Context: an optimization exercise on an open-source flow, tuned for small area, a short achievable clock period and few clock cycles per item. The choices shown serve that exercise and are no tape-out recipe.
In this exercise RTL edits were held to simulation tests only and were not proved equivalent to the original.
Power is estimated from default activity; no workload was simulated.

try-umber:
// baseband_test_wrapper
module baseband_test_wrapper (
    input  logic        clk,
    input  logic        aresetn,
    input  logic [31:0] s_axil_awaddr,
    input  logic [2:0]  s_axil_awprot,
    input  logic        s_axil_awvalid,
    output logic        s_axil_awready,
    input  logic [31:0] s_axil_wdata,
    input  logic [3:0]  s_axil_wstrb,
    input  logic        s_axil_wvalid,
    output logic        s_axil_wready,
    output logic [1:0]  s_axil_bresp,
    output logic        s_axil_bvalid,
    input  logic        s_axil_bready,
    input  logic [31:0] s_axil_araddr,
    input  logic [2:0]  s_axil_arprot,
    input  logic        s_axil_arvalid,
    output logic        s_axil_arready,
    output logic [31:0] s_axil_rdata,
    output logic [1:0]  s_axil_rresp,
    output logic        s_axil_rvalid,
    input  logic        s_axil_rready,
    input  logic [31:0] s_axis_tdata,
    input  logic        s_axis_tvalid,
    output logic        s_axis_tready,
    output logic [31:0] m_axi_awaddr,
    output logic [7:0]  m_axi_awlen,
    output logic [2:0]  m_axi_awsize,
    output logic [1:0]  m_axi_awburst,
    output logic        m_axi_awvalid,
    input  logic        m_axi_awready,
    output logic [31:0] m_axi_wdata,
    output logic [3:0]  m_axi_wstrb,
    output logic        m_axi_wlast,
    output logic        m_axi_wvalid,
    input  logic        m_axi_wready,
    input  logic [1:0]  m_axi_bresp,
    input  logic        m_axi_bvalid,
    output logic        m_axi_bready
);
export LEC_CHECK = 0
export CAP_MARGIN = 20
export CORE_MARGIN = 2
export CORE_UTILIZATION = 40
export CTS_CLUSTER_DIAMETER = 100
export CTS_CLUSTER_SIZE = 25
export SLEW_MARGIN = 20
create_clock -name core_clock -period 13.0 [get_ports {clk}]
standard.sh (not shown) runs the stock make flow with config.mk's settings and CLKGATE_MAP_FILE= SYNTH_SCRIPT=/design/flow/synth_recipe.tcl, a recipe that flattens the netlist after the stock synthesis.
==> flow/flow/run.sh <==
#!/bin/bash
# The standard layout (standard synthesis unchanged), with two changes to how
# the layout is made: ports get sky130 buf_1 buffers instead of the resizer's
# default pick, and setup repair works towards a tighter target margin. The
# clock period and constraints are the standard flow's own. make's full output (all yosys
# and openroad steps) goes to make.log; ORFS keeps per-step logs in orfs/logs.
set -euo pipefail
bash standard.sh "BUFFER_PORTS_ARGS=-buffer_cell sky130_fd_sc_hd__buf_1" \
    "SETUP_SLACK_MARGIN=9.2" finish > make.log 2>&1
try-umber completed end to end with timing, DRC and antenna clean.
Testbench counts of try-umber, summed over its fixed seeds: cycles 8,119, items 5,657.
Edits applied to the flow inputs when going from try-umber to try-amber:
--- a/flow/design.v
+++ b/flow/design.v
@@ -50,14 +50,12 @@
     logic [8:0]  rsel_q;          
     logic        rvalid_q;
     logic [31:0] rdata_q;
     logic        dma_en_q, al_en_q;
     logic [31:0] base_q, len_q, cyc_q, max_q;
     logic [31:0] cnt_q;
-    logic [2:0]  cnt_cq;          
-    logic [31:0] cnt_c;
     logic        run_q;           
     logic [65:0] left_q;          
     logic [5:0]  pend_q;          
     logic        fire_q;          
     logic        busy_q;          
     logic        kc_q;            
@@ -136,13 +134,13 @@
                      ({3{~aw_up & ~aw_dn}} & awcnt_q);
     assign awroom  = (aw_up & (awcnt_q < AWD[2:0] - 3'd1)) | aw_dn |
                      (~aw_up & (awcnt_q < AWD[2:0]));
     assign wroom   = (fire & ~w_pop & ~wvalid_q) | (~fire & w_pop) |
                      (~(fire & ~w_pop) & ~skv_q);
     assign room    = awroom & wroom & ~infl_q[4];
-    assign rd_ok = rpend_q & ((~pnz & ~|cnt_cq) | tready_q);
+    assign rd_ok = rpend_q & (~pnz | tready_q);
     assign rd_mux = ({32{rsel_q[0]}} & {31'd0, dma_en_q}) |
                     ({32{rsel_q[1]}} & base_q) |
                     ({32{rsel_q[2]}} & len_q) |
                     ({32{rsel_q[3]}} & cyc_q) |
                     ({32{rsel_q[4]}} & left_q[31:0]) |
                     ({32{rsel_q[5]}} & left_q[63:32]) |
@@ -154,28 +152,14 @@
         if (rst_q || (wseen_q && ws_base_q)) base_q <= cfg_d;
         if (rst_q || (wseen_q && ws_len_q))  len_q  <= cfg_d;
         if (rst_q || (wseen_q && ws_max_q))  max_q  <= cfg_d;
         if (rst_q || (wseen_q && ws_cyc_q))  cyc_q  <= cfg_d;
         else if (busy_q && !rst_q && !last_step) cyc_q <= {cyc_q[0], cyc_q[31:1]};
     end
-    always_comb begin
-        for (int sg = 0; sg < 4; sg++) begin
-            cnt_c[8*sg] = (sg == 0) ? fire_q : cnt_cq[sg-1];
-            for (int i = 1; i < 8; i++)
-                cnt_c[8*sg+i] = cnt_c[8*sg+i-1] & cnt_q[8*sg+i-1];
-        end
-    end
     always_ff @(posedge clk) begin
-        if (rst_q) begin
-            cnt_q  <= 32'd0;
-            cnt_cq <= 3'd0;
-        end else begin
-            cnt_q  <= cnt_q ^ cnt_c;
-            cnt_cq <= {cnt_c[23] & cnt_q[23], cnt_c[15] & cnt_q[15],
-                       cnt_c[7] & cnt_q[7]};
-        end
+        if (rst_q || fire_q) cnt_q <= (cnt_q + 32'd1) & {32{~rst_q}};
     end
     always_ff @(posedge clk) begin
         if (s_axil_arvalid && arrdy_q) begin
             rsel_q[0] <= (s_axil_araddr[8:0] == 9'h000);
             rsel_q[1] <= (s_axil_araddr[8:0] == 9'h010);
             rsel_q[2] <= (s_axil_araddr[8:0] == 9'h014);
==> run summary <==
Between try-amber and try-umber, it is try-amber whose worst hold slack is lower, by 0.012 ns. Compared with try-umber, try-amber shows final cell count higher by 13. [compare] base=try-umber new=try-amber: area after synthesis shows no meaningful change, clock sink count lower, portion of the post-synthesis area used by sequential elements now larger, power in sequential cells increased by about 5% relative to the old numbers.
Testbench counts of try-amber, summed over its fixed seeds: cycles 8,119, items 5,657.

Setup of main:
Another version of the RTL of baseband_test_wrapper (not shown whole).
Size: ~280 I/O pins, about 0.022 mm² of cells after synthesis.
Design baseband_test_wrapper, start of the top module:
module baseband_test_wrapper (
    input  logic        clk,
    input  logic        aresetn,
    input  logic [31:0] s_axil_awaddr,
    input  logic [2:0]  s_axil_awprot,
    input  logic        s_axil_awvalid,
    output logic        s_axil_awready,
    input  logic [31:0] s_axil_wdata,
    input  logic [3:0]  s_axil_wstrb,
    input  logic        s_axil_wvalid,
    output logic        s_axil_wready,
    output logic [1:0]  s_axil_bresp,
    output logic        s_axil_bvalid,
    input  logic        s_axil_bready,
    input  logic [31:0] s_axil_araddr,
    input  logic [2:0]  s_axil_arprot,
    input  logic        s_axil_arvalid,
    output logic        s_axil_arready,
    output logic [31:0] s_axil_rdata,
    output logic [1:0]  s_axil_rresp,
    output logic        s_axil_rvalid,
    input  logic        s_axil_rready,
    input  logic [31:0] s_axis_tdata,
    input  logic        s_axis_tvalid,
    output logic        s_axis_tready,
    output logic [31:0] m_axi_awaddr,
    output logic [7:0]  m_axi_awlen,
    output logic [2:0]  m_axi_awsize,
    output logic [1:0]  m_axi_awburst,
    output logic        m_axi_awvalid,
    input  logic        m_axi_awready,
    output logic [31:0] m_axi_wdata,
    output logic [3:0]  m_axi_wstrb,
    output logic        m_axi_wlast,
    output logic        m_axi_wvalid,
    input  logic        m_axi_wready,
    input  logic [1:0]  m_axi_bresp,
    input  logic        m_axi_bvalid,
    output logic        m_axi_bready
);
==> flow/config.mk <==
export PLATFORM = sky130hd
export DESIGN_NAME = baseband_test_wrapper
export DESIGN_NICKNAME = baseband_test_wrapper
export VERILOG_FILES = /design/flow/design.v
export SDC_FILE = /design/flow/constraint.sdc
export NUM_CORES = 4
export LEC_CHECK = 0
export CAP_MARGIN = 20
export CORE_MARGIN = 2
export CORE_UTILIZATION = 40
export CTS_CLUSTER_DIAMETER = 100
export CTS_CLUSTER_SIZE = 25
export SLEW_MARGIN = 20
==> flow/constraint.sdc <==
create_clock -name core_clock -period 13.0 [get_ports {clk}]
set_input_delay 2.6000 -clock core_clock [delete_from_list [all_inputs] [get_ports {clk}]]
set_output_delay 2.6000 -clock core_clock [all_outputs]
set_load 0.01 [all_outputs]
Scripts as last shown in full above: flow/flow/run.sh
Testbench counts of main, summed over its fixed seeds: cycles 8,104, items 5,657.
Input-level comparison between the feature branch and main:
-- flow/design.v --
<<< main, line 54
    logic [31:0] base_q, len_q, cyc_q, max_q;
    logic [31:0] cnt_q;
    logic        run_q;           
    logic [65:0] left_q;          
>>> the feature branch, line 54
    logic [31:0] base_q, len_q, cyc_q, max_q;
    logic [31:0] cnt_q;
    logic [2:0]  cnt_cq;          
    logic [31:0] cnt_c;
    logic        run_q;           
    logic [65:0] left_q;          
<<< main, line 138
                     (~(fire & ~w_pop) & ~skv_q);
    assign room    = awroom & wroom & ~infl_q[4];
    assign rd_ok = rpend_q & (~pnz | tready_q);
    assign rd_mux = ({32{rsel_q[0]}} & {31'd0, dma_en_q}) |
                    ({32{rsel_q[1]}} & base_q) |
>>> the feature branch, line 140
                     (~(fire & ~w_pop) & ~skv_q);
    assign room    = awroom & wroom & ~infl_q[4];
    assign rd_ok = rpend_q & ((~pnz & ~|cnt_cq) | tready_q);
    assign rd_mux = ({32{rsel_q[0]}} & {31'd0, dma_en_q}) |
                    ({32{rsel_q[1]}} & base_q) |
<<< main, line 156
        else if (busy_q && !rst_q && !last_step) cyc_q <= {cyc_q[0], cyc_q[31:1]};
    end
    always_ff @(posedge clk) begin
        if (rst_q || fire_q) cnt_q <= (cnt_q + 32'd1) & {32{~rst_q}};
    end
    always_ff @(posedge clk) begin
>>> the feature branch, line 158
        else if (busy_q && !rst_q && !last_step) cyc_q <= {cyc_q[0], cyc_q[31:1]};
    end
    always_comb begin
        for (int sg = 0; sg < 4; sg++) begin
            cnt_c[8*sg] = (sg == 0) ? fire_q : cnt_cq[sg-1];
            for (int i = 1; i < 8; i++)
                cnt_c[8*sg+i] = cnt_c[8*sg+i-1] & cnt_q[8*sg+i-1];
        end
    end
    always_ff @(posedge clk) begin
        if (rst_q) begin
            cnt_q  <= 32'd0;
            cnt_cq <= 3'd0;
        end else begin
            cnt_q  <= cnt_q ^ cnt_c;
            cnt_cq <= {cnt_c[23] & cnt_q[23], cnt_c[15] & cnt_q[15],
                       cnt_c[7] & cnt_q[7]};
        end
    end
    always_ff @(posedge clk) begin
Findings:
- main → the feature branch: achievable clock frequency -1.2%; final non-filler cell area -1.6%; overall via count from detail_route -517.
- When the feature branch is measured against main, its count of mapped cells out of synthesis turns out 2.9% lower.
- Timing endpoint of the critical path = m_axi_awaddr[12]: main; timing endpoint of the critical path = m_axi_awaddr[21]: the feature branch
- Going from main to the feature branch, area after synthesis moved down, clock power moved up, number of search-and-repair iterations in the first detailed-routing pass moved down, die area moved down.
Testbench counts of the feature branch, summed over its fixed seeds: cycles 8,104, items 5,657.

==> afterwards: timing with drivers on the ports <==
The flow's constraints put no driver on any port. The routed layouts listed below were extracted and timed again, unchanged, in two steps. Step 1 (the two cells are an assumption about what drives the block):
set clk [get_ports {clk}]
set_driving_cell -lib_cell sky130_fd_sc_hd__clkbuf_16 $clk
set_driving_cell -lib_cell sky130_fd_sc_hd__buf_2 [delete_from_list [all_inputs] $clk]
Step 2, shift: input delay + t, output delay - t, t = (earliest + latest rising clock arrival at the registers) / 2. This alone moves slack from input paths to output paths. a / b / c = no drivers / after step 1 / after step 2; a / b = the first two.
run | shift t [ns] | slack for setup (ns) | clock arrival spread, ns
try-umber | 0.621 | 9.210 / 9.154 / 8.768 | 0.024 / 0.024
try-amber | 0.619 | 9.206 / 9.151 / 8.789 | 0.029 / 0.029
main | 0.631 | 9.224 / 9.162 / 8.721 | 0.036 / 0.036
the feature branch | 0.641 | 9.180 / 9.121 / 8.758 | 0.037 / 0.037
After both steps every run listed still meets setup and hold. The setup slack of main, which loses most, moves by -0.062 ns with the drivers and by -0.503 ns with both steps.
